Background: an optimization exercise with open tools, aiming at small area and a short achievable clock period. Do not read the settings as production practice.
At most, simulation tests tie the RTL to the original design; equivalence was not proved.
For runs 1, 2 and 5, only the layout was checked, not whether the RTL still works.
Power and IR drop assume default switching activity.

[flow/constraint.sdc]
create_clock -name core_clock -period 13.0 [get_ports {clk}]
set_input_delay 2.6000 -clock core_clock [delete_from_list [all_inputs] [get_ports {clk}]]
set_output_delay 2.6000 -clock core_clock [all_outputs]
set_load 0.01 [all_outputs]
[flow/design.v]
module awb_gain_est #(
    parameter int ACC_W = 24,
    parameter int CNT_W = 16
) (
    input  logic            clk,
    input  logic            rst,
    input  logic            pix_valid_i,
    input  logic [1:0]      pix_color_i,
    input  logic [7:0]      pix_value_i,
    input  logic            pix_last_i,
    output logic [15:0]     K_R,
    output logic [15:0]     K_G,
    output logic [15:0]     K_B,
    output logic            valid_gain_o,
    output logic            busy_o,
    output logic            overrun_o
);
    localparam int SW = 13;    
    localparam int NW = 6;     
    assign K_G = 16'h0100;
    logic close_w;
    assign close_w = pix_valid_i & pix_last_i;
    logic [2:0] p_hit;      
    logic [7:0] p_val;
    logic       p_ovr;      
    always_ff @(posedge clk) begin
        p_hit[0] <= pix_valid_i & (pix_color_i == 2'd0);
        p_hit[1] <= pix_valid_i & (pix_color_i == 2'd1);
        p_hit[2] <= pix_valid_i & (pix_color_i == 2'd2);
        p_ovr    <= close_w & busy_o;
        p_val    <= pix_value_i;
    end
    logic [5:0] ctr, ctr_nx;
    logic       ld;         
    logic       fresh;      
    logic       last_c;     
    logic       first_c;    
    logic       mul_r, mul_b, div_r, div_b, div_p, cmp_r, cmp_b;
    logic       mulb_r, mulb_b;
    assign ctr_nx = busy_o ? ctr + 6'd1 : 6'd0;
    always_ff @(posedge clk or posedge rst) begin
        if (rst) begin
            busy_o       <= 1'b0;
            ld           <= 1'b0;
            fresh        <= 1'b1;
            overrun_o    <= 1'b0;
            valid_gain_o <= 1'b0;
            last_c       <= 1'b0;
            first_c      <= 1'b0;
            mul_r        <= 1'b0;
            mul_b        <= 1'b0;
            div_r        <= 1'b0;
            div_b        <= 1'b0;
            div_p        <= 1'b0;
            cmp_r        <= 1'b0;
            cmp_b        <= 1'b0;
            mulb_r       <= 1'b0;
            mulb_b       <= 1'b0;
        end else begin
            fresh   <= 1'b0;
            ld      <= last_c;
            first_c <= ~busy_o & close_w;
            last_c  <= busy_o & (ctr == 6'd31);
            mul_r   <= busy_o & (ctr >= 6'd2) & (ctr <= 6'd17);
            mul_b   <= busy_o & ((~ctr[5] & ~ctr[4] & (ctr[3] | ctr[2] | ctr[1])) |
                                 (ctr[5:1] == 5'b01000));
            div_r   <= busy_o & (ctr >= 6'd18) & (ctr <= 6'd31);
            div_b   <= busy_o & ~ctr[5] & ctr[4] & (ctr[3] | ctr[2] | ctr[1]);
            div_p   <= busy_o & ((ctr == 6'd18) | (div_p & ~last_c));
            cmp_r   <= busy_o & (ctr >= 6'd2) & (ctr <= 6'd31);
            cmp_b   <= busy_o & ~ctr[5] & (ctr[4:1] != 4'd0);
            mulb_r  <= busy_o & (ctr >= 6'd6) & (ctr <= 6'd17);
            mulb_b  <= busy_o & ((~ctr[5] & ~ctr[4] & (ctr[3] | (ctr[2] & ctr[1]))) |
                                 (ctr[5:1] == 5'b01000));
            if (close_w & busy_o)
                overrun_o <= 1'b1;
            if (busy_o) begin
                if (last_c) begin
                    busy_o       <= 1'b0;
                    valid_gain_o <= 1'b1;
                end
            end else if (close_w) begin
                busy_o <= 1'b1;
            end
        end
    end
    always_ff @(posedge clk)
        ctr <= ctr_nx;
    logic [SW-1:0] side_s [3];
    logic [NW-1:0] side_n [3];
    for (genvar c = 0; c < 3; c++) begin : g_side
        logic [SW-1:0] ss;
        logic [NW-1:0] sn;
        logic          co_s, co_n;
        awb_bk_add #(SW) u_s (.a(side_s[c]), .b(p_hit[c] ? SW'(p_val) : '0),
                              .ci(1'b0), .s(ss), .co(co_s));
        awb_bk_add #(NW) u_n (.a(side_n[c]), .b('0), .ci(p_hit[c]),
                              .s(sn), .co(co_n));
        always_ff @(posedge clk) begin
            if (first_c | p_ovr) begin
                side_s[c] <= '0;
                side_n[c] <= '0;
            end else begin
                side_s[c] <= ss;
                side_n[c] <= sn;
            end
        end
    end
    logic [23:0] S_R, S_G, S_B;
    logic [15:0] N_R, N_G, N_B;
    logic [23:0] s_nx [3];
    logic [15:0] n_nx [3];
    logic take;           
    logic zap;            
    assign zap  = fresh | (ld & p_ovr);
    assign take = (~busy_o | first_c | ld) & ~zap;
    logic [23:0] s_cur [3];
    logic [15:0] n_cur [3];
    assign s_cur[0] = S_R; assign s_cur[1] = S_G; assign s_cur[2] = S_B;
    assign n_cur[0] = N_R; assign n_cur[1] = N_G; assign n_cur[2] = N_B;
    for (genvar c = 0; c < 3; c++) begin : g_main
        logic [23:0] sb;
        logic [15:0] nb;
        logic        hit, co_s, co_n;
        assign hit = take & p_hit[c];
        assign sb  = zap ? '0 : ld ? 24'(side_s[c]) : s_cur[c];
        assign nb  = zap ? '0 : ld ? 16'(side_n[c]) : n_cur[c];
        awb_bk_add #(24) u_s (.a(sb), .b(hit ? 24'(p_val) : 24'd0), .ci(1'b0),
                              .s(s_nx[c]), .co(co_s));
        awb_bk_add #(16) u_n (.a(nb), .b(16'd0), .ci(hit), .s(n_nx[c]), .co(co_n));
    end
    logic [23:0] P_AR, P_AB;
    logic [15:0] P_BR, P_BB;
    logic [17:0] t_br, t_bb;
    logic [16:0] x0_r, x1_r, x2_r, cs_s_r, cs_c_r;
    logic [16:0] x0_b, x1_b, x2_b, cs_s_b, cs_c_b;
    assign x0_r = {1'b0, P_BR};
    assign x1_r = {1'b0, S_R[0] ? N_G : 16'd0};
    assign x2_r = {S_R[1] ? N_G : 16'd0, 1'b0};
    assign x0_b = {1'b0, P_BB};
    assign x1_b = {1'b0, S_B[0] ? N_G : 16'd0};
    assign x2_b = {S_B[1] ? N_G : 16'd0, 1'b0};
    assign cs_s_r = x0_r ^ x1_r ^ x2_r;
    assign cs_c_r = (x0_r & x1_r) | (x0_r & x2_r) | (x1_r & x2_r);
    assign cs_s_b = x0_b ^ x1_b ^ x2_b;
    assign cs_c_b = (x0_b & x1_b) | (x0_b & x2_b) | (x1_b & x2_b);
    logic co_br, co_bb;
    awb_bk_add #(17) u_mbr (.a({1'b0, cs_s_r[16:1]}), .b(cs_c_r), .ci(1'b0),
                            .s(t_br[17:1]), .co(co_br));
    awb_bk_add #(17) u_mbb (.a({1'b0, cs_s_b[16:1]}), .b(cs_c_b), .ci(1'b0),
                            .s(t_bb[17:1]), .co(co_bb));
    assign t_br[0] = cs_s_r[0];
    assign t_bb[0] = cs_s_b[0];
    logic [5:0]  E_R, E_B;
    logic [45:0] rem_r, rem_b, op_r, op_b, sm_r, sm_b;
    logic [39:0] d_r, d_b;
    logic        sg_r, sg_b, co_r, co_b;
    logic        sx_r, sx_b;      
    assign rem_r = {E_R, N_R, P_AR};
    assign rem_b = {E_B, N_B, P_AB};
    assign d_r   = {P_BR, S_R};
    assign d_b   = {P_BB, S_B};
    assign sg_r  = E_R[5];
    assign sg_b  = E_B[5];
    always_comb begin
        op_r = '0;
        op_b = '0;
        if (div_r)
            op_r = {1'b0, d_r, 5'd0} ^ {{23{~sg_r}}, {23{~sx_r}}};
        else if (mul_r)
            op_r[23:0] = N_R[15] ? S_G : 24'd0;
        if (div_b)
            op_b = {1'b0, d_b, 5'd0} ^ {{23{~sg_b}}, {23{~sx_b}}};
        else if (mul_b)
            op_b[23:0] = N_B[15] ? S_G : 24'd0;
    end
    awb_bk_add #(46) u_ar (.a({rem_r[44:0], 1'b0}), .b(op_r), .ci(div_r & ~sg_r),
                           .s(sm_r), .co(co_r));
    awb_bk_add #(46) u_ab (.a({rem_b[44:0], 1'b0}), .b(op_b), .ci(div_b & ~sg_b),
                           .s(sm_b), .co(co_b));
    always_ff @(posedge clk) begin
        S_R <= mulb_r ? {t_br[1:0], S_R[23:2]} : s_nx[0];
        S_B <= mulb_b ? {t_bb[1:0], S_B[23:2]} : s_nx[2];
        S_G <= div_b ? {s_nx[1][23:13], S_G[11:0], ~sm_b[45]} : s_nx[1];
        N_G <= div_r ? {n_nx[1][15:13], N_G[11:0], ~sm_r[45]} : n_nx[1];
        N_R <= cmp_r ? sm_r[39:24] : n_nx[0];
        N_B <= cmp_b ? sm_b[39:24] : n_nx[2];
    end
    always_ff @(posedge clk) begin
        P_AR <= cmp_r ? sm_r[23:0] : 24'd0;
        P_AB <= cmp_b ? sm_b[23:0] : 24'd0;
        E_R  <= div_p ? sm_r[45:40] : 6'd0;
        E_B  <= div_p ? sm_b[45:40] : 6'd0;
        sx_r <= div_r & sm_r[45];
        sx_b <= div_b & sm_b[45];
        if (mulb_r)
            P_BR <= t_br[17:2];
        else if (~div_p)
            P_BR <= '0;
        if (mulb_b)
            P_BB <= t_bb[17:2];
        else if (~div_p)
            P_BB <= '0;
    end
    logic dz_r, dz_b;
    assign dz_r = (d_r == '0);
    assign dz_b = (d_b == '0);
    function automatic logic [11:0] fin(input logic [12:0] q, input logic dz);
        if (dz)
            fin = 12'h100;
        else if (q[12])
            fin = 12'hFFF;
        else
            fin = q[11:0];
    endfunction
    logic [11:0] kr, kb, kr_nx, kb_nx;
    assign kr_nx = fin(N_G[12:0], dz_r) ^ 12'h100;
    assign kb_nx = fin(S_G[12:0], dz_b) ^ 12'h100;
    always_ff @(posedge clk or posedge rst) begin
        if (rst) begin
            kr <= 12'h000;
            kb <= 12'h000;
        end else if (last_c) begin
            kr <= kr_nx;
            kb <= kb_nx;
        end
    end
    assign K_R = {4'h0, kr ^ 12'h100};
    assign K_B = {4'h0, kb ^ 12'h100};
endmodule
module awb_bk_add #(
    parameter int W = 8
) (
    input  logic [W-1:0] a,
    input  logic [W-1:0] b,
    input  logic         ci,
    output logic [W-1:0] s,
    output logic         co
);
    localparam int N = W + 1;           
    localparam int L = (N <= 2) ? 1 : (N <= 4) ? 2 : (N <= 8) ? 3 :
                       (N <= 16) ? 4 : (N <= 32) ? 5 : (N <= 64) ? 6 : 7;
    logic [W:0] g, p, x;
    always_comb begin
        g[0] = ci;
        p[0] = 1'b0;
        x[0] = 1'b0;
        for (int i = 0; i < W; i++) begin
            g[i+1] = a[i] & b[i];
            p[i+1] = a[i] ^ b[i];
            x[i+1] = a[i] ^ b[i];
        end
        for (int l = 0; l < L; l++)
            for (int i = (2 << l) - 1; i < N; i += (2 << l)) begin
                g[i] = g[i] | (p[i] & g[i - (1 << l)]);
                p[i] = p[i] & p[i - (1 << l)];
            end
        for (int l = L - 2; l >= 0; l--)
            for (int i = (3 << l) - 1; i < N; i += (2 << l)) begin
                g[i] = g[i] | (p[i] & g[i - (1 << l)]);
                p[i] = p[i] & p[i - (1 << l)];
            end
    end
    for (genvar i = 0; i < W; i++) begin : g_s
        assign s[i] = x[i+1] ^ g[i];
    end
    assign co = g[W];
endmodule
[flow/flow/run.sh]
#!/bin/bash
# Standard layout, with fast port buffers and repair_timing asked for extra
# setup slack so the achieved period shrinks. Each make step's log lands in
# orfs/logs; make's own output goes to make_finish.log.
set -euo pipefail
bash standard.sh SETUP_SLACK_MARGIN=9 \
  "BUFFER_PORTS_ARGS=-buffer_cell sky130_fd_sc_hd__buf_4" \
  finish > make_finish.log 2>&1
[flow/config.mk]
export PLATFORM = sky130hd
export DESIGN_NAME = awb_gain_est
export DESIGN_NICKNAME = awb_gain_est
export VERILOG_FILES = /design/flow/design.v
export SDC_FILE = /design/flow/constraint.sdc
export NUM_CORES = 4
export LEC_CHECK = 0
export CAP_MARGIN = 20
export CORE_MARGIN = 2
export CORE_UTILIZATION = 40
export CTS_BUF_LIST = sky130_fd_sc_hd__clkbuf_8
export CTS_CLUSTER_DIAMETER = 55
export CTS_CLUSTER_SIZE = 16
export SLEW_MARGIN = 20
[flow/standard.sh]
#!/bin/bash
# synth_recipe.tcl (not shown) runs the flow's synth.tcl, then flattens the netlist and writes it again
# the make line also repeats each setting of config.mk as NAME=value (left out here)
make -C /OpenROAD-flow-scripts/flow DESIGN_CONFIG=/design/flow/config.mk WORK_HOME=/design/flow/orfs CLKGATE_MAP_FILE= SYNTH_SCRIPT=/design/flow/synth_recipe.tcl "${@:-finish}"
==> flow_metrics.tcl, run 1 <==
set metrics [dict create \
    status "timing/DRC/antenna clean" \
    path_class "register to register" \
    cts.sinks 329 \
    powerDensity_mw_per_mm2 189 \
    cp_top_family "compound AO/OA/AOI/OAI gates" \
    endpoint_kind "register" \
    synth_area_mm2 0.0231 \
    postRouteWirelength_um 59200 \
    seq_area_mm2 0.00715 \
    clk_pin_slew_ns 0.10 \
    initial_core_util 0.403 \
    ant_nets 0 \
    synth_cell_types 77 \
    p_comb_frac 0.492 \
    seqPwrFrac 0.342 \
    critPathMaxFanout 4 \
    cts_max_level 2 \
    drv_cap 0 \
    min_path_type "register to register" \
    dieArea_mm2 0.0598 \
    critPathArrivalTime_ns 4.43 \
    fmax_mhz 250 \
    drt-vias-per-instance 5.25 \
    fillers 5427 \
    cts_tree "done" \
    hold_viol 0 \
    cp_slowest_cell "fa_1" \
    drc 0 \
    avgRoutedWirePerCell_um 18.3 \
    start_kind "register" \
    synthFlopType "dfxtp_1" \
    min_period_ns 4.00 \
    skew_ns 0.0507 \
    multi_input_area_mm2 0.0153 \
    io_pins 65 \
    dp_slack_ns 8.06 \
    numCtsBuffers 37 \
    grt_usage 0.198 \
    rsz0062_at_grt "yes" \
    core.rowCount 88 \
    drtPass1Iterations 7 \
    critPathMaxStageDelay_ns 0.46 \
    finalCritPeriodShare 0.308 \
    clk_latency_ns 0.66 \
    leakagePower_nw 12.6 \
    setup_ws_ns 9.00 \
    clkPwrFrac 0.166 \
    relSlewSlack 0.362 \
    yosys_warnings 17 \
    root_buffer "clkbuf_8" \
    netlist_instances 2394 \
    finalSetupViolCount 0 \
    path_cells "buf_12, buf_4, and2_1, fa_1, ha_1, a21oi_2, nor2b_2, o41a_1, a41oi_2, a211oi_2, a31o_2, a21o_1, a21o_1, fa_1, and2_1" \
    ys_seq_area_frac 0.307 \
    drive_above_1_share 0.134 \
    grt_pass1_wl_um 94100 \
    nets 2795 \
    grt_pass1_vias 17100 \
    setup_tns_ns 0 \
    dieWidth_um 245 \
    synth_area_per_cell_um2 9.67 \
    antenna_found_initial 3 \
    synth_seq_cells 329 \
    dpl.hpwl_um 41500 \
    synth_edf_count 32 \
    crit_buf_inv 2 \
    swShare 0.417 \
    cp.required_ns 13.44 \
    p_sw_mw 2.03 \
    p_int_mw 2.84 \
    syn2layout_area_growth_pct 11.4 \
    synthArstFlopShare 0.122 \
    core_mm2 0.0575 \
    gp_congestion 0.860 \
    overflow 0 \
    portBuffers 40 \
    vias 16900 \
    tightest_slew_ns 0.956 \
    cts_buffer_depth 3 \
    drt_iter0_markers 825 \
    slew_violations 0 \
    grt_max_degree 54 \
    vdd_drop_max_v 0.000128 \
    chipHeight_um 245 \
]
-- worst register-to-register path, delay by kind of cell (launching register included) --
kind | cells | cell delay [ns]
DFF | 1 | 0.34
and+or+nand+nor | 3 | 0.38
adders and majority gates | 3 | 1.23
AOI/OAI and AO/OA | 7 | 1.59
buffers and inverters | 2 | 0.27
-- Yosys cell counts (all sizes together), types with 4 or more instances --
cell type,number,area share
mux2i,48,0.021
a22o,38,0.014
or3,5,0.0016
nand3b,4,0.0013
a211oi,4,0.0013
and2,275,0.074
and4,5,0.0019
edfxtp,32,0.042
nor4,23,0.0062
a21o,102,0.033
clkbuf,83,0.013
buf,65,0.019
nand2b,14,0.0038
and3b,5,0.0019
o22ai,22,0.0059
nand3,28,0.0061
o21ai,69,0.015
xor2,93,0.035
mux2,56,0.027
dfrtp,39,0.042
ha,234,0.13
xnor2,136,0.051
a21oi,62,0.013
nor3,18,0.0039
nand2,137,0.022
inv,107,0.017
nor2b,32,0.0086
o31ai,5,0.0016
dfxtp,257,0.22
nand4,23,0.0062
or2,8,0.0022
fa,114,0.099
o21a,7,0.0023
nor2,136,0.022
and3,46,0.012
a31o,5,0.0019
o21bai,10,0.0032
-- cell families (layout without fill, tap and decap cells) --
kind of cell    Yosys count  in the layout  synth area share
other cells               2             26          0.000324
fa+ha+maj               348            348             0.225
flops                   329            329             0.307
simple gates            770            775             0.179
compound gates          356            356             0.104
mux                     104            104            0.0480
xor+xnor                229            229            0.0866
buf+inv                 256            296            0.0499
-- path summary, 6_finish.rpt --
path / from / endpoint / slack (ns) / depth (start not counted)
min reg2reg: valid_gain_o$_DFFE_PP0P_ / valid_gain_o$_DFFE_PP0P_ / 0.47 / 1
min: valid_gain_o$_DFFE_PP0P_ / valid_gain_o$_DFFE_PP0P_ / 0.47 / 1
min in group asynchronous: rst / first_c$_DFF_PP0_ / 2.17 / 2
max in group asynchronous: rst / ld$_DFF_PP0_ / 10.15 / 2
max: S_B[0]$_DFF_P_ / P_BB[14]$_SDFFCE_PN0P_ / 9.00 / 15
max reg2reg: S_B[0]$_DFF_P_ / P_BB[14]$_SDFFCE_PN0P_ / 9.00 / 15
-- per-stage QoR --
| step | cells | power [mW] | hold WS [ns] | area [um2] | util |
|---|---|---|---|---|---|
| after floorplan | 2417 | 3.31 | 0.372 | 23300 | - |
| after global placement | 3094 | 3.80 | 0.445 | 23900 | 0.416 |
| after detailed placement | 3094 | 3.87 | 0.449 | 23900 | 0.416 |
| after CTS | 3206 | 4.83 | 0.473 | 25400 | 0.442 |
| after global routing | 3228 | 5.27 | 0.507 | 25800 | 0.449 |
| final | 3228 | 4.87 | 0.468 | 25800 | 0.449 |
-- power groups by stage --
stage	clock network [mW]	registers, mW	logic [mW]
5_1_grt	0.866	1.71	2.69
3_5_place_dp	0	1.69	2.18
4_1_cts	0.835	1.67	2.33
2_1_floorplan	0	1.54	1.77
3_3_place_gp	0	1.69	2.11
6_report	0.809	1.67	2.40
-- placed cells by master, fill, tap and decap left out, types with 23 or more instances in the layout --
cell,Yosys,layout
a21oi_1,62,54
inv_1,107,108
and2_1,275,273
mux2_2,56,56
nand3_1,28,28
and3_1,45,45
xor2_1,93,93
nand2_1,137,135
nor2b_1,32,27
a22o_1,38,36
buf_4,48,101
nor2_1,136,131
clkbuf_8,0,40
conb_1,2,25
edfxtp_1,32,32
xnor2_1,136,136
dfxtp_1,257,245
dfrtp_1,39,34
ha_1,234,231
nand4_1,23,23
mux2i_1,48,48
fa_1,114,113
o21ai_0,67,61
a21o_1,101,100
-- timing repair --
item / 4_1_cts / 5_1_grt
hold buffers: 0 / 0
endpoints found under the setup margin: 140 / 44
pin swaps: 11 / 28
cloned: 8 / 2
hold endpoints to repair: 0 / 0
resized for setup: 60 / 48
buffers inserted: 36 / 19
-- layout make-up --
cell class / instances / area share
Antenna cell: 1 / 0.0000970
Clock buffer: 40 / 0.0213
Clock inverter: 28 / 0.0102
Inverter: 108 / 0.0159
Multi-Input combinational cell: 1837 / 0.593
Sequential cell: 329 / 0.277
Tap cell: 765 / 0.0371
Timing Repair Buffer: 120 / 0.0454
-- registers in the layout, indices dropped and copies added (netlist names), 3 cells and up --
register  flops
N_B          16
p_val         8
P_BB         16
P_AB         24
N_R          16
P_BR         16
E_R           6
ctr           6
P_AR         24
side_s       39
S_R          24
side_n       18
S_G          24
p_hit         3
E_B           6
kb           12
kr           12
N_G          16
S_B          24
-- per-layer routing --
layer / vias to the layer above / part of all wire / GRT usage
li1: 8173 / - / -
met1: 8360 / 0.46 / 0.261
met2: 319 / 0.48 / 0.338
met3: 85 / 0.040 / 0.0295
met4: 0 / 0.024 / 0.0552
met5: - / 0 / 0
==> run 2: changes to the inputs <==
--- a/flow/config.mk
+++ b/flow/config.mk
@@ -10,5 +10,5 @@
 export CORE_UTILIZATION = 40
-export CTS_BUF_LIST = sky130_fd_sc_hd__clkbuf_8
-export CTS_CLUSTER_DIAMETER = 55
-export CTS_CLUSTER_SIZE = 16
+export CTS_BUF_LIST = sky130_fd_sc_hd__clkbuf_8 sky130_fd_sc_hd__clkbuf_16
+export CTS_CLUSTER_DIAMETER = 60
+export CTS_CLUSTER_SIZE = 20
 export SLEW_MARGIN = 20
==> run 2 against run 1 <==
Fmax up 0.42%. Synthesized cell count unchanged. Still clean on timing, DRC and antenna. Critical path type unchanged. Sequential cell count is the same. Non-clock buffer count decreased by 12. Clock skew down 0.019 ns. Wire length increased by 0.20%.
==> flow_metrics.tcl, run 2 <==
set metrics [dict create \
    p_comb_frac 0.456 \
    r2r-end "P_BB[14]$_SDFFCE_PN0P_" \
    ant_nets 0 \
    gp_congestion 0.860 \
    hold_viol 0 \
    finalCritPeriodShare 0.306 \
    vdd_drop_max_v 0.000130 \
    cp_slowest_cell "fa_2" \
    nets 2780 \
    fillers 5358 \
    grt_pass1_vias 17100 \
    drc 0 \
    p_sw_mw 2.07 \
    rrSetupSlack_ns 9.02 \
    tightest_slew_ns 0.962 \
    cp.required_ns 13.32 \
    min_path_type "register to register" \
    synthArstFlopShare 0.122 \
    drt_iter0_markers 952 \
    clk_latency_ns 0.57 \
    cts_tree "done" \
    design_area_mm2 0.0261 \
    skew_ns 0.0317 \
    place_area_mm2 0.0239 \
    final_common_cell "and2_1" \
    largest_reg_flops 39 \
    endpoint_kind "register" \
    setup_tns_ns 0 \
    path_cells "buf_12, and2_4, fa_2, ha_4, a21o_1, a21oi_2, nor2b_2, o41a_1, a41oi_2, a211oi_2, a31o_2, a21o_1, a21o_1, fa_2, and2_1" \
    postRouteWirelength_um 59300 \
    synth_area_per_cell_um2 9.67 \
    status "timing/DRC/antenna clean" \
    synth_seq_cells 329 \
    cts.sinks 329 \
    rsz0062_at_grt "yes" \
    synth_area_mm2 0.0231 \
    overflow 0 \
    busiest_layer "met2" \
    vias 16800 \
    min_period_ns 3.98 \
    numCtsBuffers 35 \
    chipHeight_um 245 \
    swShare 0.400 \
    clk_pin_slew_ns 0.07 \
    synth_edf_count 32 \
    clkPwrFrac 0.221 \
    drtPass1Iterations 5 \
    cts_max_level 2 \
    ys_top_cells_by_count "and2_1 (275), dfxtp_1 (257), ha_1 (234)" \
    dpl.hpwl_um 41500 \
    drive_above_1_share 0.127 \
    cts_buffer_depth 3 \
    power_mw 5.17 \
    dieWidth_um 245 \
    ys_seq_area_frac 0.307 \
    grt_pass1_wl_um 94200 \
    reg2reg_from "S_B[0]$_DFF_P_" \
    crit_start "S_B[0]$_DFF_P_" \
    initial_core_util 0.403 \
    leakagePower_nw 12.7 \
    fmax_mhz 251 \
    synth_most_common_cell "and2_1" \
    dp_slack_ns 8.06 \
    grt_usage 0.199 \
    core.rowCount 88 \
    avgRoutedWirePerCell_um 18.5 \
    drv_cap 0 \
    use_met1 0.262 \
    relSlewSlack 0.358 \
    max_flop_register "side_s" \
    netlist_instances 2394 \
    syn2layout_area_growth_pct 12.9 \
    cts.hold.buffers_added 0 \
    io_pins 65 \
    gr-usage-met3 0.0277 \
    synthFlopType "dfxtp_1" \
    synth_area_leaders "dfxtp_1 (22%), ha_1 (13%), fa_1 (9.9%)" \
    critPathArrivalTime_ns 4.30 \
    synth_cell_types 77 \
    critPathMaxStageDelay_ns 0.57 \
    slew_violations 0 \
    fin_util 0.455 \
    antenna_found_initial 2 \
    critPathMaxFanout 6 \
    synth_top_area_cell "dfxtp_1" \
    root_buffer "clkbuf_16" \
    yosys_warnings 17 \
    drt-vias-per-instance 5.23 \
    finalSetupViolCount 0 \
    crit_path_end "P_BB[14]$_SDFFCE_PN0P_" \
    reg2regPathDepth 15 \
    core_mm2 0.0575 \
    p_int_mw 3.10 \
    use_met2 0.340 \
    setup_ws_ns 9.02 \
    portBuffers 40 \
    synth_top_area_frac 0.222 \
    powerDensity_mw_per_mm2 198 \
    n_antenna_cell 0 \
    start_kind "register" \
    dieArea_mm2 0.0598 \
    seqPwrFrac 0.324 \
    layout_common_cells "and2_1 (273), dfxtp_1 (246), ha_1 (232)" \
    grt_max_degree 54 \
    path_class "register to register" \
    cpMostUsedCell "a21o_1" \
]
==> run 2: cell counts after synthesis <==
Identical to the previous run, type by type.
==> run 2: stage by stage <==
step | hold WS, ns | std cells
2_1_floorplan | 0.372 | 2417
3_3_place_gp | 0.445 | 3094
3_5_place_dp | 0.449 | 3094
4_1_cts | 0.467 | 3189
5_1_grt | 0.502 | 3209
6_report | 0.463 | 3209
==> run 2: logic make-up (layout without fill, tap and decap cells) <==
| kind of cell | Yosys count | count (layout) | share of synthesized area |
|---|---|---|---|
| flip-flops | 329 | 329 | 0.307 |
| AND/OR/NAND/NOR | 770 | 774 | 0.179 |
| other | 2 | 25 | 0.000324 |
| XOR/XNOR | 229 | 229 | 0.0866 |
| AO/OA/AOI/OAI | 356 | 356 | 0.104 |
| multiplexers | 104 | 104 | 0.0480 |
| adder cells (fa/ha/maj) | 348 | 348 | 0.225 |
| buffers and inverters | 256 | 279 | 0.0499 |
==> run 2: worst min-delay path by stage <==
stage,startpoint,to,cells past startpoint
2_1_floorplan,last_c$_DFF_PP0_,ld$_DFF_PP0_,0
3_3_place_gp,valid_gain_o$_DFFE_PP0P_,valid_gain_o$_DFFE_PP0P_,1
3_5_place_dp,valid_gain_o$_DFFE_PP0P_,valid_gain_o$_DFFE_PP0P_,1
4_1_cts,valid_gain_o$_DFFE_PP0P_,valid_gain_o$_DFFE_PP0P_,1
5_1_grt,valid_gain_o$_DFFE_PP0P_,valid_gain_o$_DFFE_PP0P_,1
6_report,valid_gain_o$_DFFE_PP0P_,valid_gain_o$_DFFE_PP0P_,1
==> run 2: power by group through the flow <==
stage                     combinational [mW]  sequential, mW  clock, mW
final                                   2.36            1.67       1.14
after detailed placement                2.18            1.69          0
after global routing                    2.65            1.72       1.20
after floorplan                         1.77            1.54          0
after global placement                  2.11            1.69          0
after CTS                               2.30            1.68       1.16
==> run 2: critical path: cells and delay by family, from the launching register on <==
| kind | cells | cell delay [ns] |
|---|---|---|
| AO/OA/AOI/OAI | 8 | 1.73 |
| flip-flops | 1 | 0.33 |
| adder cells (fa/ha/maj) | 3 | 1.16 |
| buffers and inverters | 1 | 0.13 |
| AND/OR/NAND/NOR | 3 | 0.37 |
==> run 2: timing repair <==
action | CTS | global route
pin swaps | 9 | 24
setup buffers | 24 | 19
setup endpoints to repair | 141 | 38
gates resized for setup | 61 | 43
gates cloned | 8 | 1
==> run 2: per-layer routing <==
layer | vias to the layer above | wire, um
met2 | 299 | 28400
met4 | 0 | 1440
met3 | 86 | 2260
met5 | - | 0
met1 | 8266 | 27200
li1 | 8142 | -
==> run 2: layout make-up <==
type,count,area [um2],area share
Clock inverter,24,319,0.0122
Multi-Input combinational cell,1836,15300,0.584
Sequential cell,329,7150,0.273
Timing Repair Buffer,108,1070,0.0411
Clock buffer,39,965,0.0369
Tap cell,765,957,0.0366
Inverter,108,410,0.0157
==> run 3: changes to the inputs <==
--- a/flow/design.v
+++ b/flow/design.v
@@ -33,4 +33,5 @@
     logic [5:0] ctr, ctr_nx;
-    logic       ld;         
-    logic       fresh;      
+    logic       a_main;     
+    logic       a_side;     
+    logic [2:0] m_hit;      
     logic       last_c;     
@@ -43,4 +44,5 @@
             busy_o       <= 1'b0;
-            ld           <= 1'b0;
-            fresh        <= 1'b1;
+            a_main       <= 1'b0;
+            a_side       <= 1'b0;
+            m_hit        <= 3'b000;
             overrun_o    <= 1'b0;
@@ -59,4 +61,7 @@
         end else begin
-            fresh   <= 1'b0;
-            ld      <= last_c;
+            a_main  <= ~last_c;
+            a_side  <= last_c & ~(close_w & busy_o);
+            for (int c = 0; c < 3; c++)
+                m_hit[c] <= (~busy_o | (last_c & ~close_w)) & pix_valid_i &
+                            (pix_color_i == 2'(c));
             first_c <= ~busy_o & close_w;
@@ -112,6 +117,2 @@
     logic [15:0] n_nx [3];
-    logic take;           
-    logic zap;            
-    assign zap  = fresh | (ld & p_ovr);
-    assign take = (~busy_o | first_c | ld) & ~zap;
     logic [23:0] s_cur [3];
@@ -124,5 +125,5 @@
         logic        hit, co_s, co_n;
-        assign hit = take & p_hit[c];
-        assign sb  = zap ? '0 : ld ? 24'(side_s[c]) : s_cur[c];
-        assign nb  = zap ? '0 : ld ? 16'(side_n[c]) : n_cur[c];
+        assign hit = m_hit[c];
+        assign sb  = (a_side ? 24'(side_s[c]) : 24'd0) | (a_main ? s_cur[c] : 24'd0);
+        assign nb  = (a_side ? 16'(side_n[c]) : 16'd0) | (a_main ? n_cur[c] : 16'd0);
         awb_bk_add #(24) u_s (.a(sb), .b(hit ? 24'(p_val) : 24'd0), .ci(1'b0),
@@ -176,5 +177,5 @@
     end
-    awb_bk_add #(46) u_ar (.a({rem_r[44:0], 1'b0}), .b(op_r), .ci(div_r & ~sg_r),
+    awb_hc_add #(46) u_ar (.a({rem_r[44:0], 1'b0}), .b(op_r), .ci(div_r & ~sg_r),
                            .s(sm_r), .co(co_r));
-    awb_bk_add #(46) u_ab (.a({rem_b[44:0], 1'b0}), .b(op_b), .ci(div_b & ~sg_b),
+    awb_hc_add #(46) u_ab (.a({rem_b[44:0], 1'b0}), .b(op_b), .ci(div_b & ~sg_b),
                            .s(sm_b), .co(co_b));
@@ -268 +269,48 @@
 endmodule
+module awb_hc_add #(
+    parameter int W = 8
+) (
+    input  logic [W-1:0] a,
+    input  logic [W-1:0] b,
+    input  logic         ci,
+    output logic [W-1:0] s,
+    output logic         co
+);
+    localparam int N = W + 1;
+    localparam int L = (N <= 2) ? 1 : (N <= 4) ? 2 : (N <= 8) ? 3 :
+                       (N <= 16) ? 4 : (N <= 32) ? 5 : (N <= 64) ? 6 : 7;
+    logic [W:0] g, p, x, gn, pn;
+    always_comb begin
+        g[0] = ci;
+        p[0] = 1'b0;
+        x[0] = 1'b0;
+        for (int i = 0; i < W; i++) begin
+            g[i+1] = a[i] & b[i];
+            p[i+1] = a[i] ^ b[i];
+            x[i+1] = a[i] ^ b[i];
+        end
+        for (int i = 1; i < N; i += 2) begin
+            g[i] = g[i] | (p[i] & g[i-1]);
+            p[i] = p[i] & p[i-1];
+        end
+        for (int l = 1; l < L; l++) begin
+            gn = g;
+            pn = p;
+            for (int i = 1; i < N; i += 2)
+                if (i - (1 << l) >= 0) begin
+                    gn[i] = g[i] | (p[i] & g[i - (1 << l)]);
+                    pn[i] = p[i] & p[i - (1 << l)];
+                end
+            g = gn;
+            p = pn;
+        end
+        for (int i = 2; i < N; i += 2) begin
+            g[i] = g[i] | (p[i] & g[i-1]);
+            p[i] = p[i] & p[i-1];
+        end
+    end
+    for (genvar i = 0; i < W; i++) begin : g_s
+        assign s[i] = x[i+1] ^ g[i];
+    end
+    assign co = g[W];
+endmodule
--- a/flow/flow/run.sh
+++ b/flow/flow/run.sh
@@ -5,3 +5,3 @@
 set -euo pipefail
-bash standard.sh SETUP_SLACK_MARGIN=9 \
+bash standard.sh SETUP_SLACK_MARGIN=9.25 \
   "BUFFER_PORTS_ARGS=-buffer_cell sky130_fd_sc_hd__buf_4" \
--- a/flow/config.mk
+++ b/flow/config.mk
@@ -10,5 +10,5 @@
 export CORE_UTILIZATION = 40
-export CTS_BUF_LIST = sky130_fd_sc_hd__clkbuf_8 sky130_fd_sc_hd__clkbuf_16
-export CTS_CLUSTER_DIAMETER = 60
-export CTS_CLUSTER_SIZE = 20
+export CTS_BUF_LIST = sky130_fd_sc_hd__clkbuf_8
+export CTS_CLUSTER_DIAMETER = 55
+export CTS_CLUSTER_SIZE = 16
 export SLEW_MARGIN = 20
==> run 3 against run 2 <==
Largest cell class unchanged. Synthesized cell count is 1.7% higher. Count of clock-buffer cells in the layout is 2 higher. Die area is 0.38% higher. Still clean. Setup slack better by 0.12 ns. Clock power is 25% lower. Register-to-register slack better by 0.12 ns. Wire length is 4.6% higher. Final area is 3.8% higher. Via count is 4.8% higher. Total power is 1.0% lower. Sequential power is 5% higher. Highest routed layer is now met5.
==> flow_metrics.tcl, run 3 <==
set metrics [dict create \
    drt-vias-per-instance 5.27 \
    crit_buf_inv 4 \
    vias 17600 \
    drt_iter0_markers 999 \
    gp_congestion 0.842 \
    design_area_mm2 0.0271 \
    largest_reg_flops 39 \
    status "timing/DRC/antenna clean" \
    rsz0062_at_grt "yes" \
    skew_ns 0.0692 \
    cts_buffer_depth 3 \
    ys_seq_area_frac 0.309 \
    crit_path_end "P_BB[11]$_SDFFCE_PN0P_" \
    path_depth 16 \
    core_mm2 0.0576 \
    drtPass1Iterations 5 \
    place_inst 3140 \
    drive_above_1_share 0.176 \
    overflow 0 \
    relSlewSlack 0.233 \
    ant_nets 0 \
    clk_latency_ns 0.64 \
    rrSetupSlack_ns 9.14 \
    synth_top_area_cell "dfxtp_1" \
    synthFlopType "dfxtp_1" \
    cts.sinks 332 \
    synth_area_leaders "dfxtp_1 (22%), ha_1 (13%), fa_1 (9.8%)" \
    drv_cap 0 \
    powerDensity_mw_per_mm2 189 \
    start_kind "register" \
    synth_seq_cells 332 \
    place_area_mm2 0.0241 \
    dieArea_mm2 0.0600 \
    synthArstFlopShare 0.130 \
    path_class "register to register" \
    syn2layout_area_growth_pct 16.8 \
    r2r-end "P_BB[11]$_SDFFCE_PN0P_" \
    ys_top_cells_by_count "and2_1 (266), dfxtp_1 (257), ha_1 (234)" \
    synth_most_common_cell "and2_1" \
    portBuffers 40 \
    grt_pass1_vias 17800 \
    dieWidth_um 245 \
    grt_max_degree 60 \
    final_common_cell "and2_1" \
    cp_slowest_cell "fa_1" \
    setup_tns_ns 0 \
    reg2regPathDepth 16 \
    cp.required_ns 13.34 \
    fmax_mhz 259 \
    endpoint_kind "register" \
    root_buffer "clkbuf_8" \
    clk_pin_slew_ns 0.09 \
    cp_top_family "compound AO/OA/AOI/OAI gates" \
    final_cells 3338 \
    min_path_type "register to register" \
    cpMostUsedCell "a21o_1" \
    core.rowCount 88 \
    dpl.hpwl_um 42500 \
    cts_max_level 2 \
    hold_viol 0 \
    synth_area_per_cell_um2 9.54 \
    slew_violations 0 \
    numCtsBuffers 37 \
    synth_edf_count 32 \
    cts_tree "done" \
    critPathMaxFanout 7 \
    nets 2902 \
    min_period_ns 3.86 \
    drc 0 \
    finalCritPeriodShare 0.297 \
    max_flop_register "side_s" \
    finalSetupViolCount 0 \
    leakagePower_nw 12.8 \
    synth_top_area_frac 0.221 \
    fin_util 0.471 \
    vdd_drop_max_v 0.000121 \
    grt_pass1_wl_um 96300 \
    netlist_instances 2435 \
    layout_common_cells "and2_1 (261), dfxtp_1 (243), ha_1 (212)" \
    crit_start "S_B[0]$_DFF_P_" \
    critPathMaxStageDelay_ns 0.52 \
    path_cells "buf_12, nand2_4, fa_1, inv_1, ha_1, a21o_1, a22o_1, o41ai_4, o2111ai_2, a21o_1, a21o_1, buf_4, buf_6, fa_2, xor2_1, and2_1" \
    avgRoutedWirePerCell_um 18.6 \
    synth_cell_types 71 \
    io_pins 65 \
    chipHeight_um 245 \
    tightest_slew_ns 1.14 \
    initial_core_util 0.404 \
    grt_usage 0.204 \
    synth_area_mm2 0.0232 \
    critPathArrivalTime_ns 4.20 \
    reg2reg_from "S_B[0]$_DFF_P_" \
    yosys_warnings 17 \
    antenna_found_initial 4 \
    postRouteWirelength_um 62000 \
]
run 3: cell types whose count changed in the layout (fill, tap and decap cells not counted), moves of 29 or more:
cell       delta
inv_1        +29
clkbuf_8     +40
buf_6        +37
a22o_1       +42
buf_4        +36
mux2i_1      -35
a21o_1       -35
clkbuf_16    -39
nand2_1      +55
run 3: where the power goes:
part	switching [mW]	internal [mW]	total, mW
Sequential	0.400	1.35	1.75
Combinational	1.29	1.22	2.52
Clock	0.457	0.395	0.852
run 3: worst min-delay path by stage:
stage	start	end	slack (ns)	cells past startpoint
2_1_floorplan	kb[10]$_DFFE_PP0P_	kb[10]$_DFFE_PP0P_	0.46	1
3_3_place_gp	valid_gain_o$_DFFE_PP0P_	valid_gain_o$_DFFE_PP0P_	0.45	1
3_5_place_dp	overrun_o$_DFFE_PP0P_	overrun_o$_DFFE_PP0P_	0.46	1
4_1_cts	S_R[14]$_DFF_P_	S_R[12]$_DFF_P_	0.51	2
5_1_grt	kr[1]$_DFFE_PP0P_	kr[1]$_DFFE_PP0P_	0.54	1
6_report	S_R[14]$_DFF_P_	S_R[12]$_DFF_P_	0.50	2
run 3: kinds of logic (layout without fill, tap and decap cells):
group,count (synthesis),after routing,synth area share
AOI/OAI and AO/OA,420,420,0.127
adders and majority gates,348,348,0.224
DFF,332,332,0.309
xor gates and xnor gates,233,233,0.0884
muxes,56,56,0.0266
other,2,29,0.000323
and+or+nand+nor,765,768,0.171
buffers and inverters,279,387,0.0533
run 3: area by class of cell:
cell class | instances | area [um2]
Antenna cell | 5 | 12.5
Timing Repair Buffer | 181 | 1760
Multi-Input combinational cell | 1849 | 15800
Fill cell | 5301 | 30400
Sequential cell | 332 | 7230
Inverter | 139 | 523
Clock inverter | 26 | 313
Tap cell | 765 | 957
Clock buffer | 41 | 564
run 3: through the flow:
| step | hold slack, ns | power (mW) | setup slack, ns |
|---|---|---|---|
| 2_1_floorplan | 0.456 | 3.27 | 9.20 |
| 3_3_place_gp | 0.445 | 3.76 | 8.40 |
| 3_5_place_dp | 0.462 | 3.84 | 8.34 |
| 4_1_cts | 0.509 | 4.96 | 9.17 |
| 5_1_grt | 0.542 | 5.50 | 9.01 |
| 6_report | 0.503 | 5.12 | 9.14 |
run 3: metal layers:
layer	share of wire	global-route usage	up-vias
met5	0.00021	0	-
met4	0.034	0.0716	2
met3	0.045	0.0320	99
met2	0.47	0.341	340
met1	0.45	0.266	8681
li1	-	-	8471
run 3: worst min-delay path: stages (launching register included):
cell and delay, ns:
dfxtp_1 0.37, nand2_1 0.07, o21ai_0 0.06
run 3: what timing repair did:
action | 4_1_cts | 5_1_grt
hold buffers | 0 | 0
buffers inserted | 74 | 43
gates cloned | 8 | 1
pin swaps | 47 | 64
setup endpoints to repair | 108 | 97
gates resized for setup | 137 | 110
==> run 4: changes to the inputs <==
--- a/flow/flow/run.sh
+++ b/flow/flow/run.sh
@@ -5,3 +5,3 @@
 set -euo pipefail
-bash standard.sh SETUP_SLACK_MARGIN=9.25 \
+bash standard.sh SETUP_SLACK_MARGIN=9 \
   "BUFFER_PORTS_ARGS=-buffer_cell sky130_fd_sc_hd__buf_4" \
==> run 4 against run 3 <==
Critical endpoint is now busy_o. Area after synthesis is the same. Highest routed layer is now met4. Clock skew shrank 0.011 ns. Sequential share of layout area grew 1.2 points. Synthesized cell count is the same. Global-route usage is essentially flat. Wire length shrank 2.0%.
==> flow_metrics.tcl, run 4 <==
set metrics [dict create \
    postRouteWirelength_um 60800 \
    start_kind "register" \
    ys_seq_area_frac 0.309 \
    synth_seq_cells 332 \
    root_buffer "clkbuf_8" \
    gp_congestion 0.838 \
    finalCritPeriodShare 0.302 \
    critPathArrivalTime_ns 1.33 \
    layout_common_cells "and2_1 (266), dfxtp_1 (246), ha_1 (226)" \
    antenna_found_initial 4 \
    largest_reg_flops 39 \
    final_common_cell "and2_1" \
    drtPass1Iterations 5 \
    synth_area_leaders "dfxtp_1 (22%), ha_1 (13%), fa_1 (9.8%)" \
    drv_cap 0 \
    cp_top_family "flip-flops" \
    netlist_instances 2435 \
    skew_ns 0.0578 \
    vdd_drop_max_v 0.000115 \
    slew_violations 0 \
    core_mm2 0.0576 \
    powerDensity_mw_per_mm2 188 \
    synth_top_area_frac 0.221 \
    seq_area_mm2 0.00723 \
    synth_cell_types 71 \
    vias 17300 \
    dieArea_mm2 0.0600 \
    dieWidth_um 245 \
    ant_nets 0 \
    grt_pass1_vias 17600 \
    cts_buffer_depth 3 \
    synth_edf_count 32 \
    portBuffers 40 \
    path_class "register to output port" \
    yosys_warnings 17 \
    synth_most_common_cell "and2_1" \
    p_sw_mw 2.09 \
    synthArstFlopShare 0.130 \
    synth_top_area_cell "dfxtp_1" \
    core.rowCount 88 \
    rsz0062_at_grt "yes" \
    ys_top_cells_by_count "and2_1 (266), dfxtp_1 (257), ha_1 (234)" \
    p_comb_frac 0.479 \
    crit_buf_inv 1 \
    hold_viol 0 \
    cts_tree "done" \
    cts_max_level 2 \
    min_period_ns 3.93 \
    cp_slowest_cell "dfrtp_2" \
    nets 2838 \
    cp.required_ns 10.40 \
    syn2layout_area_growth_pct 11.6 \
    tightest_slew_ns 0.976 \
    cts.sinks 332 \
    drt_iter0_markers 1108 \
    drc 0 \
    fmax_mhz 254 \
    io_pins 65 \
    synthFlopType "dfxtp_1" \
    seqPwrFrac 0.357 \
    critPathMaxFanout 14 \
    grt_pass1_wl_um 96500 \
    status "timing/DRC/antenna clean" \
    clk_pin_slew_ns 0.10 \
    leakagePower_nw 12.3 \
    min_path_type "register to register" \
    initial_core_util 0.404 \
    multi_input_area_mm2 0.0153 \
    drt-vias-per-instance 5.29 \
    overflow 0 \
    clkPwrFrac 0.165 \
    relSlewSlack 0.345 \
    grt_usage 0.203 \
    avgRoutedWirePerCell_um 18.6 \
    synth_area_mm2 0.0232 \
    max_flop_register "side_s" \
    chipHeight_um 245 \
    path_cells "buf_4" \
    critPathMaxStageDelay_ns 0.51 \
    clk_latency_ns 0.67 \
    p_int_mw 2.80 \
    fillers 5411 \
    finalSetupViolCount 0 \
    setup_tns_ns 0 \
    holdWs_ns 0.476 \
    swShare 0.428 \
    synth_area_per_cell_um2 9.54 \
    numCtsBuffers 38 \
    drive_above_1_share 0.129 \
    endpoint_kind "output port" \
    grt_max_degree 62 \
    dpl.hpwl_um 42800 \
]
[run 4: cell counts after synthesis]
Identical to the previous run, type by type.
[run 4: cell type report]
| cell class | count | share of cell area |
|---|---|---|
| Multi-Input combinational cell | 1846 | 0.590 |
| Sequential cell | 332 | 0.279 |
| Timing Repair Buffer | 119 | 0.0427 |
| Tap cell | 765 | 0.0369 |
| Clock buffer | 42 | 0.0223 |
| Inverter | 139 | 0.0201 |
| Clock inverter | 28 | 0.00902 |
| Antenna cell | 1 | 0.0000965 |
[run 4: cell families after synthesis]
logic type	count (synthesis)	synth area share
fa+ha+maj	348	0.224
mux	56	0.0266
simple gates	765	0.171
xor+xnor	233	0.0884
other cells	2	0.000323
flops	332	0.309
buf+inv	279	0.0533
compound gates	420	0.127
[run 4: per-layer routing]
metal  global-route usage  wire (um)  part of all wire
met1                0.265      27200              0.45
met2                0.343      28900              0.48
met3               0.0265       2650             0.044
met4               0.0753       2030             0.033
met5                    0          0                 0
[run 4: power groups by stage]
| stage | sequential, mW | clock (mW) | combinational (mW) |
|---|---|---|---|
| floorplan | 1.56 | 0 | 1.69 |
| global route | 1.78 | 0.860 | 2.64 |
| finish | 1.74 | 0.804 | 2.34 |
| global placement | 1.76 | 0 | 2.00 |
| detailed placement | 1.76 | 0 | 2.07 |
| CTS | 1.74 | 0.825 | 2.22 |
[run 4: path summary, 6_finish.rpt]
check	startpoint	end	slack (ns)	cells after the start
hold reg to reg	valid_gain_o$_DFFE_PP0P_	valid_gain_o$_DFFE_PP0P_	0.48	1
setup / recovery	busy_o$_DFF_PP0_	busy_o	9.07	1
max in group asynchronous	rst	a_main$_DFF_PP0_	10.43	3
setup reg to reg	div_r$_DFF_PP0_	E_R[4]$_SDFF_PN0_	9.07	16
hold / removal	valid_gain_o$_DFFE_PP0P_	valid_gain_o$_DFFE_PP0P_	0.48	1
min in group asynchronous	rst	kb[10]$_DFFE_PP0P_	2.09	3
[run 4: stage by stage]
step | std cells | setup WS [ns] | power [mW] | utilization | cell area (um2)
3_5_place_dp | 3141 | 8.18 | 3.84 | 0.418 | 24000
5_1_grt | 3272 | 8.86 | 5.28 | 0.450 | 25900
2_1_floorplan | 2457 | 8.92 | 3.25 | - | 23400
4_1_cts | 3240 | 8.92 | 4.79 | 0.441 | 25400
6_report | 3272 | 9.07 | 4.89 | 0.450 | 25900
3_3_place_gp | 3141 | 8.25 | 3.76 | 0.418 | 24000
[run 4: repair_timing]
item / 4_1_cts / 5_1_grt
hold buffers: 0 / 0
pin swaps: 9 / 23
gates cloned: 6 / 2
endpoints found under the hold margin: 0 / 0
buffers inserted: 23 / 29
setup endpoints to repair: 71 / 47
gates resized for setup: 60 / 52
[run 4: worst reg2reg max path, stage by stage (launching register included)]
cell and delay [ns]:
dfrtp_2 0.44, buf_12 0.14, nor2_4 0.15, buf_6 0.17, a22o_1 0.17, ha_1 0.29, nand3_2 0.14, o211ai_1 0.14
a221oi_2 0.30, o32ai_1 0.13, or2_4 0.28, o31a_1 0.34, a221oi_2 0.30, o21ai_1 0.12, fa_1 0.38, xor2_1 0.16
and2_1 0.15
==> run 5: changes to the inputs <==
--- a/flow/design.v
+++ b/flow/design.v
@@ -33,4 +33,4 @@
     logic [5:0] ctr, ctr_nx;
-    logic       a_main;     
-    logic       a_side;     
+    logic [2:0] a_main;     
+    logic [2:0] a_side;     
     logic [2:0] m_hit;      
@@ -44,4 +44,4 @@
             busy_o       <= 1'b0;
-            a_main       <= 1'b0;
-            a_side       <= 1'b0;
+            a_main       <= 3'b000;
+            a_side       <= 3'b000;
             m_hit        <= 3'b000;
@@ -61,4 +61,8 @@
         end else begin
-            a_main  <= ~last_c;
-            a_side  <= last_c & ~(close_w & busy_o);
+            a_main[0] <= ~last_c;
+            a_main[1] <= ~(busy_o & (ctr == 6'd32));
+            a_main[2] <= ~(busy_o & ctr[5] & ~ctr[0]);
+            a_side[0] <= last_c & ~(close_w & busy_o);
+            a_side[1] <= busy_o & (ctr == 6'd32) & ~close_w;
+            a_side[2] <= busy_o & ctr[5] & ~ctr[0] & ~(pix_valid_i & pix_last_i);
             for (int c = 0; c < 3; c++)
@@ -126,4 +130,4 @@
         assign hit = m_hit[c];
-        assign sb  = (a_side ? 24'(side_s[c]) : 24'd0) | (a_main ? s_cur[c] : 24'd0);
-        assign nb  = (a_side ? 16'(side_n[c]) : 16'd0) | (a_main ? n_cur[c] : 16'd0);
+        assign sb  = (a_side[c] ? 24'(side_s[c]) : 24'd0) | (a_main[c] ? s_cur[c] : 24'd0);
+        assign nb  = (a_side[c] ? 16'(side_n[c]) : 16'd0) | (a_main[c] ? n_cur[c] : 16'd0);
         awb_bk_add #(24) u_s (.a(sb), .b(hit ? 24'(p_val) : 24'd0), .ci(1'b0),
==> run 5 against run 4 <==
Still clean. Area after synthesis grew 0.66%. Synthesized cell count grew 1.7%. Utilization grew 0.43 points. Critical path type is now register to register. Largest cell class unchanged.
==> flow_metrics.tcl, run 5 <==
set metrics [dict create \
    final_common_cell "dfxtp_1" \
    layout_common_cells "dfxtp_1 (248), and2_1 (238), ha_1 (229)" \
    yosys_warnings 17 \
    numCtsBuffers 40 \
    synth_most_common_cell "dfxtp_1" \
    critPathMaxFanout 7 \
    portBuffers 40 \
    synth-adder-area-share 0.223 \
    drtPass1Iterations 5 \
    endpoint_kind "register" \
    grt_pass1_wl_um 94500 \
    core.rowCount 88 \
    setup_ws_ns 8.89 \
    start_kind "register" \
    synth_area_per_cell_um2 9.44 \
    postRouteWirelength_um 59400 \
    synth_top_area_cell "dfxtp_1" \
    synth_area_leaders "dfxtp_1 (22%), ha_1 (13%), fa_1 (9.8%)" \
    overflow 0 \
    path_class "register to register" \
    ys_seq_area_frac 0.311 \
    cp.required_ns 13.53 \
    drive_above_1_share 0.129 \
    io_pins 65 \
    skew_ns 0.0414 \
    synth_seq_cells 336 \
    synth_top_family_by_area "adder cells" \
    leakagePower_nw 12.8 \
    finalSetupViolCount 0 \
    antenna_found_initial 4 \
    design_area_mm2 0.0263 \
    ys_top_cells_by_count "dfxtp_1 (257), and2_1 (238), ha_1 (235)" \
    drc 0 \
    synth-xor-area-share 0.0857 \
    cts.hold.buffers_added 0 \
    dpl.hpwl_um 43100 \
    grt_pass1_vias 17400 \
    grt_usage 0.197 \
    power_mw 4.99 \
    finalCritPeriodShare 0.316 \
    slew_violations 0 \
    hold_viol 0 \
    min_period_ns 4.11 \
    synthMuxAreaShare 0.0258 \
    synth_cell_types 67 \
    min_path_type "register to register" \
    powerDensity_mw_per_mm2 190 \
    gp_congestion 0.854 \
    drv_cap 0 \
    cts_tree "done" \
    dieWidth_um 246 \
    dp_slack_ns 8.14 \
    rsz0062_at_grt "yes" \
    root_buffer "clkbuf_8" \
    synth_area_mm2 0.0234 \
    cts_buffer_depth 3 \
    avgRoutedWirePerCell_um 17.9 \
    initial_core_util 0.405 \
    place_area_mm2 0.0242 \
    grt_max_degree 58 \
    vdd_drop_max_v 0.000117 \
    syn2layout_area_growth_pct 12.3 \
    tightest_slew_ns 0.954 \
    synth-simple-area-share 0.164 \
    netlist_instances 2477 \
    clk_latency_ns 0.66 \
    synthArstFlopShare 0.140 \
    status "timing/DRC/antenna clean" \
    clk_pin_slew_ns 0.10 \
    ant_nets 0 \
    max_flop_register "side_s" \
    nets 2889 \
    setup_tns_ns 0 \
    cts_max_level 2 \
    cts.sinks 336 \
    dieArea_mm2 0.0604 \
    drt-vias-per-instance 5.26 \
    chipHeight_um 246 \
    drt_iter0_markers 944 \
    core_mm2 0.0578 \
    synth_top_area_frac 0.220 \
    largest_reg_flops 39 \
    synth_compound_area_frac 0.135 \
    synth_edf_count 32 \
    relSlewSlack 0.360 \
    fmax_mhz 243 \
    critPathArrivalTime_ns 4.64 \
    synthFlopType "dfxtp_1" \
    vias 17500 \
]
[run 5: cell count changes after synthesis, sizes merged, moves of 14 or more]
cell and change:
o21ai +14, and2 -28, a22o -18, xor2 +37, xnor2 -40, a21oi +21, inv +14
[run 5: routing by layer]
| metal | global-route usage | vias to the layer above | routed length, um |
|---|---|---|---|
| li1 | - | 8514 | - |
| met1 | 0.270 | 8495 | 27700 |
| met2 | 0.321 | 368 | 27400 |
| met3 | 0.0291 | 91 | 2820 |
| met4 | 0.0563 | 2 | 1550 |
| met5 | 0 | - | 14 |
[run 5: kinds of logic after synthesis]
kind of cell	Yosys count
compound gates	462
xor+xnor	229
fa+ha+maj	349
buf+inv	291
flops	336
mux	55
other cells	2
simple gates	753
[run 5: area by class of cell]
cell class | count | area, um2
flip-flops and latches | 336 | 7320
diodes | 1 | 2.50
inverters | 153 | 578
clock buffers | 43 | 592
repair buffers | 121 | 1120
multi-input cells | 1874 | 15400
clock inverters | 31 | 342
fillers | 5461 | 31500
well taps | 765 | 957
[run 5: power by group]
| group | internal (mW) | switching [mW] | leakage, nW |
|---|---|---|---|
| sequential | 1.37 | 0.389 | 3.11 |
| combinational | 1.11 | 1.24 | 9.19 |
| clock | 0.399 | 0.485 | 0.485 |
[run 5: critical path, stage by stage, from the launching register on]
cell        delay, ns
dfrtp_1          0.41
buf_12           0.14
clkinvlp_4       0.17
and3_4           0.26
a21o_1           0.19
ha_1             0.31
o21ai_0          0.25
o21bai_2         0.13
o41ai_4          0.37
o211ai_1         0.12
buf_4            0.16
o31ai_4          0.26
nand3_1          0.12
a21o_1           0.24
a31o_2           0.22
fa_2             0.34
xor2_1           0.16
and2_1           0.15
[run 5: timing repair]
action | in CTS | in global routing
gates resized for setup | 57 | 75
pin swaps | 9 | 36
buffers inserted | 9 | 46
endpoints found under the setup margin | 77 | 59
gates cloned | 6 | 4
[run 5: worst paths after layout]
kind                                     startpoint                        to  slack [ns]  cells after the start
setup / recovery                    div_r$_DFF_PP0_         E_R[4]$_SDFF_PN0_        8.89                     17
hold / removal             valid_gain_o$_DFFE_PP0P_  valid_gain_o$_DFFE_PP0P_        0.48                      1
setup reg to reg                    div_r$_DFF_PP0_         E_R[4]$_SDFF_PN0_        8.89                     17
hold reg to reg            valid_gain_o$_DFFE_PP0P_  valid_gain_o$_DFFE_PP0P_        0.48                      1
max in group asynchronous                       rst           div_b$_DFF_PP0_       10.33                      3
min in group asynchronous                       rst           mul_r$_DFF_PP0_        2.13                      3
[run 5: metrics by stage]
step,std cells,util,hold slack (ns)
3_5_place_dp,3184,0.418,0.458
6_report,3324,0.455,0.481
5_1_grt,3324,0.455,0.502
4_1_cts,3273,0.441,0.484
2_1_floorplan,2499,-,0.452
3_3_place_gp,3184,0.418,0.453
==> run 6: changes to the inputs <==
--- a/flow/design.v
+++ b/flow/design.v
@@ -33,4 +33,4 @@
     logic [5:0] ctr, ctr_nx;
-    logic [2:0] a_main;     
-    logic [2:0] a_side;     
+    logic       a_main;     
+    logic       a_side;     
     logic [2:0] m_hit;      
@@ -40,2 +40,6 @@
     logic       mulb_r, mulb_b;
+    logic       div_r_d, div_b_d, div_p_d;
+    assign div_r_d = busy_o & (ctr >= 6'd18) & (ctr <= 6'd31);
+    assign div_b_d = busy_o & ~ctr[5] & ctr[4] & (ctr[3] | ctr[2] | ctr[1]);
+    assign div_p_d = busy_o & ((ctr == 6'd18) | (div_p & ~last_c));
     assign ctr_nx = busy_o ? ctr + 6'd1 : 6'd0;
@@ -44,4 +48,4 @@
             busy_o       <= 1'b0;
-            a_main       <= 3'b000;
-            a_side       <= 3'b000;
+            a_main       <= 1'b0;
+            a_side       <= 1'b0;
             m_hit        <= 3'b000;
@@ -61,8 +65,4 @@
         end else begin
-            a_main[0] <= ~last_c;
-            a_main[1] <= ~(busy_o & (ctr == 6'd32));
-            a_main[2] <= ~(busy_o & ctr[5] & ~ctr[0]);
-            a_side[0] <= last_c & ~(close_w & busy_o);
-            a_side[1] <= busy_o & (ctr == 6'd32) & ~close_w;
-            a_side[2] <= busy_o & ctr[5] & ~ctr[0] & ~(pix_valid_i & pix_last_i);
+            a_main  <= ~last_c;
+            a_side  <= last_c & ~(close_w & busy_o);
             for (int c = 0; c < 3; c++)
@@ -75,5 +75,5 @@
                                  (ctr[5:1] == 5'b01000));
-            div_r   <= busy_o & (ctr >= 6'd18) & (ctr <= 6'd31);
-            div_b   <= busy_o & ~ctr[5] & ctr[4] & (ctr[3] | ctr[2] | ctr[1]);
-            div_p   <= busy_o & ((ctr == 6'd18) | (div_p & ~last_c));
+            div_r   <= div_r_d;
+            div_b   <= div_b_d;
+            div_p   <= div_p_d;
             cmp_r   <= busy_o & (ctr >= 6'd2) & (ctr <= 6'd31);
@@ -130,4 +130,4 @@
         assign hit = m_hit[c];
-        assign sb  = (a_side[c] ? 24'(side_s[c]) : 24'd0) | (a_main[c] ? s_cur[c] : 24'd0);
-        assign nb  = (a_side[c] ? 16'(side_n[c]) : 16'd0) | (a_main[c] ? n_cur[c] : 16'd0);
+        assign sb  = (a_side ? 24'(side_s[c]) : 24'd0) | (a_main ? s_cur[c] : 24'd0);
+        assign nb  = (a_side ? 16'(side_n[c]) : 16'd0) | (a_main ? n_cur[c] : 16'd0);
         awb_bk_add #(24) u_s (.a(sb), .b(hit ? 24'(p_val) : 24'd0), .ci(1'b0),
@@ -158,7 +158,8 @@
     assign t_bb[0] = cs_s_b[0];
-    logic [5:0]  E_R, E_B;
-    logic [45:0] rem_r, rem_b, op_r, op_b, sm_r, sm_b;
+    logic [4:0]  E_R, E_B;
+    logic [44:0] rem_r, rem_b;
+    logic [45:0] op_r, op_b, pre_r, pre_b, sm_r, sm_b;
     logic [39:0] d_r, d_b;
-    logic        sg_r, sg_b, co_r, co_b;
-    logic        sx_r, sx_b;      
+    logic        co_r, co_b;
+    logic        iv_r0, iv_r1, iv_b0, iv_b1;
     assign rem_r = {E_R, N_R, P_AR};
@@ -167,19 +168,19 @@
     assign d_b   = {P_BB, S_B};
-    assign sg_r  = E_R[5];
-    assign sg_b  = E_B[5];
     always_comb begin
-        op_r = '0;
-        op_b = '0;
+        pre_r = '0;
+        pre_b = '0;
         if (div_r)
-            op_r = {1'b0, d_r, 5'd0} ^ {{23{~sg_r}}, {23{~sx_r}}};
+            pre_r = {1'b0, d_r, 5'd0};
         else if (mul_r)
-            op_r[23:0] = N_R[15] ? S_G : 24'd0;
+            pre_r[23:0] = N_R[15] ? S_G : 24'd0;
         if (div_b)
-            op_b = {1'b0, d_b, 5'd0} ^ {{23{~sg_b}}, {23{~sx_b}}};
+            pre_b = {1'b0, d_b, 5'd0};
         else if (mul_b)
-            op_b[23:0] = N_B[15] ? S_G : 24'd0;
+            pre_b[23:0] = N_B[15] ? S_G : 24'd0;
     end
-    awb_hc_add #(46) u_ar (.a({rem_r[44:0], 1'b0}), .b(op_r), .ci(div_r & ~sg_r),
+    assign op_r = pre_r ^ {{23{iv_r0}}, {23{iv_r1}}};
+    assign op_b = pre_b ^ {{23{iv_b0}}, {23{iv_b1}}};
+    awb_hc_add #(46) u_ar (.a({rem_r, 1'b0}), .b(op_r), .ci(iv_r1),
                            .s(sm_r), .co(co_r));
-    awb_hc_add #(46) u_ab (.a({rem_b[44:0], 1'b0}), .b(op_b), .ci(div_b & ~sg_b),
+    awb_hc_add #(46) u_ab (.a({rem_b, 1'b0}), .b(op_b), .ci(iv_b1),
                            .s(sm_b), .co(co_b));
@@ -196,6 +197,8 @@
         P_AB <= cmp_b ? sm_b[23:0] : 24'd0;
-        E_R  <= div_p ? sm_r[45:40] : 6'd0;
-        E_B  <= div_p ? sm_b[45:40] : 6'd0;
-        sx_r <= div_r & sm_r[45];
-        sx_b <= div_b & sm_b[45];
+        E_R  <= div_p ? sm_r[44:40] : 5'd0;
+        E_B  <= div_p ? sm_b[44:40] : 5'd0;
+        iv_r0 <= div_r_d & ~sm_r[45];
+        iv_r1 <= div_p_d & ~sm_r[45];
+        iv_b0 <= div_b_d & ~sm_b[45];
+        iv_b1 <= div_p_d & ~sm_b[45];
         if (mulb_r)
--- a/flow/flow/run.sh
+++ b/flow/flow/run.sh
@@ -5,3 +5,3 @@
 set -euo pipefail
-bash standard.sh SETUP_SLACK_MARGIN=9 \
+bash standard.sh SETUP_SLACK_MARGIN=9.30 \
   "BUFFER_PORTS_ARGS=-buffer_cell sky130_fd_sc_hd__buf_4" \
==> run 6 against run 5 <==
Combinational power rose by 9.8%. Wire length fell by 1.6%. Die area fell by 1.6%. Register-to-register slack improved by 0.25 ns. Sequential power barely moved. Sequential cell count fell by 4. Total power rose by 3.2%. Critical endpoint is now valid_gain_o. Clock power fell by 7.7%.
==> flow_metrics.tcl, run 6 <==
set metrics [dict create \
    synthFlopType "dfxtp_1" \
    place_area_mm2 0.0239 \
    dieWidth_um 244 \
    overflow 0 \
    critPathMaxFanout 2 \
    grt_pass1_wl_um 93500 \
    syn2layout_area_growth_pct 15.5 \
    drv_cap 0 \
    ys_seq_area_frac 0.312 \
    drive_above_1_share 0.184 \
    fin_util 0.470 \
    endpoint_kind "output port" \
    skew_ns 0.0444 \
    cts_tree "done" \
    tightest_slew_ns 0.933 \
    netlist_instances 2423 \
    numCtsBuffers 36 \
    postRouteWirelength_um 58500 \
    cts_buffer_depth 3 \
    status "timing/DRC/antenna clean" \
    grt_max_degree 69 \
    rsz0062_at_grt "yes" \
    min_path_type "register to register" \
    gp_congestion 0.836 \
    path_cells "buf_6" \
    io_pins 65 \
    vias 17100 \
    cts.sinks 332 \
    clk_pin_slew_ns 0.10 \
    synth_cell_types 71 \
    place_inst 3111 \
    ys_top_cells_by_count "dfxtp_1 (257), nand2_1 (239), ha_1 (234)" \
    synth_edf_count 32 \
    yosys_warnings 17 \
    grt_pass1_vias 17700 \
    start_kind "register" \
    synth_most_common_cell "dfxtp_1" \
    layout_common_cells "dfxtp_1 (246), ha_1 (228), nand2_1 (225)" \
    design_area_mm2 0.0266 \
    nets 2874 \
    fillers 5293 \
    finalCritPeriodShare 0.297 \
    path_class "register to output port" \
    cp.required_ns 10.40 \
    synth_area_mm2 0.0230 \
    synthArstFlopShare 0.130 \
    synth_seq_cells 332 \
    vdd_drop_max_v 0.0000847 \
    power_mw 5.15 \
    portBuffers 40 \
    leakagePower_nw 12.8 \
    setup_tns_ns 0 \
    fmax_mhz 259 \
    chipHeight_um 244 \
    min_period_ns 3.86 \
    core.rowCount 87 \
    cp_slowest_cell "dfrtp_2" \
    final_cells 3299 \
    max_flop_register "side_s" \
    final_common_cell "dfxtp_1" \
    relSlewSlack 0.378 \
    synth_top_area_frac 0.224 \
    powerDensity_mw_per_mm2 194 \
    clk_latency_ns 0.65 \
    grt_usage 0.195 \
    ant_nets 0 \
    root_buffer "clkbuf_8" \
    drt-vias-per-instance 5.20 \
    initial_core_util 0.407 \
    critPathArrivalTime_ns 1.26 \
    critPathMaxStageDelay_ns 0.48 \
    cts_max_level 2 \
    antenna_found_initial 2 \
    avgRoutedWirePerCell_um 17.7 \
    core_mm2 0.0566 \
    finalSetupViolCount 0 \
    dpl.hpwl_um 40700 \
    drt_iter0_markers 881 \
    drtPass1Iterations 5 \
    crit_buf_inv 1 \
    largest_reg_flops 39 \
    slew_violations 0 \
    drc 0 \
    synth_area_leaders "dfxtp_1 (22%), ha_1 (13%), fa_1 (9.9%)" \
    synth_top_area_cell "dfxtp_1" \
    synth_area_per_cell_um2 9.50 \
    cp_top_family "flip-flops" \
    dieArea_mm2 0.0595 \
    hold_viol 0 \
]
run 6: changes by cell type in the layout (fill, tap and decap cells not counted), moves of 16 or more:
cell / change
xor2_1: -34
xnor2_1: +32
a21oi_1: -25
fa_2: +17
buf_4: +18
and2_1: -16
buf_6: +38
nor2_1: -18
nand2_1: +16
a22oi_2: +18
fa_1: -17
o21ai_0: -27
run 6: cell families after synthesis:
family	share of synthesized area
compound gates	0.127
other cells	0.000326
buf+inv	0.0564
fa+ha+maj	0.226
xor+xnor	0.0921
mux	0.0229
simple gates	0.163
flops	0.312
run 6: report_power, final:
group	total, mW	leakage [nW]	internal (mW)	switching [mW]
Clock	0.816	0.427	0.361	0.455
Sequential	1.75	3.06	1.36	0.390
Combinational	2.58	9.26	1.22	1.36
run 6: through the flow:
stage	hold slack [ns]	worst slack, ns
2_1_floorplan	0.452	9.25
3_3_place_gp	0.464	8.03
3_5_place_dp	0.477	7.98
4_1_cts	0.508	9.09
5_1_grt	0.540	8.98
6_report	0.498	9.14
run 6: repair_timing:
action | in CTS | in global routing
gates resized for setup | 149 | 91
endpoints found under the setup margin | 139 | 106
cloned | 8 | 0
setup buffers | 72 | 39
pin swaps | 69 | 72
hold endpoints to repair | 0 | 0
hold buffers | 0 | 0
run 6: path summary, 6_finish.rpt:
| path | start | end | slack (ns) | cells past startpoint |
|---|---|---|---|---|
| min reg2reg | ctr[0]$_SDFF_PN0_ | ctr[0]$_SDFF_PN0_ | 0.50 | 1 |
| max reg2reg | div_b$_DFF_PP0_ | E_B[3]$_SDFF_PN0_ | 9.14 | 17 |
| max in group asynchronous | rst | div_r$_DFF_PP0_ | 10.31 | 2 |
| max | valid_gain_o$_DFFE_PP0P_ | valid_gain_o | 9.14 | 1 |
| min in group asynchronous | rst | kr[11]$_DFFE_PP0P_ | 2.10 | 2 |
| min | ctr[0]$_SDFF_PN0_ | ctr[0]$_SDFF_PN0_ | 0.50 | 1 |
run 6: metal layers:
layer / track usage / routed length [um] / vias to the layer above
met3: 0.0276 / 2350 / 89
li1: - / - / 8336
met2: 0.338 / 28700 / 297
met5: 0 / 0 / -
met4: 0.0624 / 1510 / 0
met1: 0.251 / 26000 / 8422
run 6: final cells by class:
| cell class | instances | area [um2] | area share |
|---|---|---|---|
| antenna | 3 | 7.51 | 0.000282 |
| clock buffer | 39 | 537 | 0.0202 |
| clock inverter | 27 | 277 | 0.0104 |
| inverter | 152 | 588 | 0.0221 |
| multi-input combinational | 1822 | 15500 | 0.582 |
| sequential | 332 | 7230 | 0.272 |
| tap | 756 | 946 | 0.0356 |
| timing repair buffer | 168 | 1530 | 0.0577 |

Check on run 6: ideal ports give 9.140 ns setup slack; a clkbuf_16 on the clock port and buf_2 on the inputs give 9.083 ns; moving port delays by the midpoint clock arrival (0.683 ns) as well gives 9.142 ns.
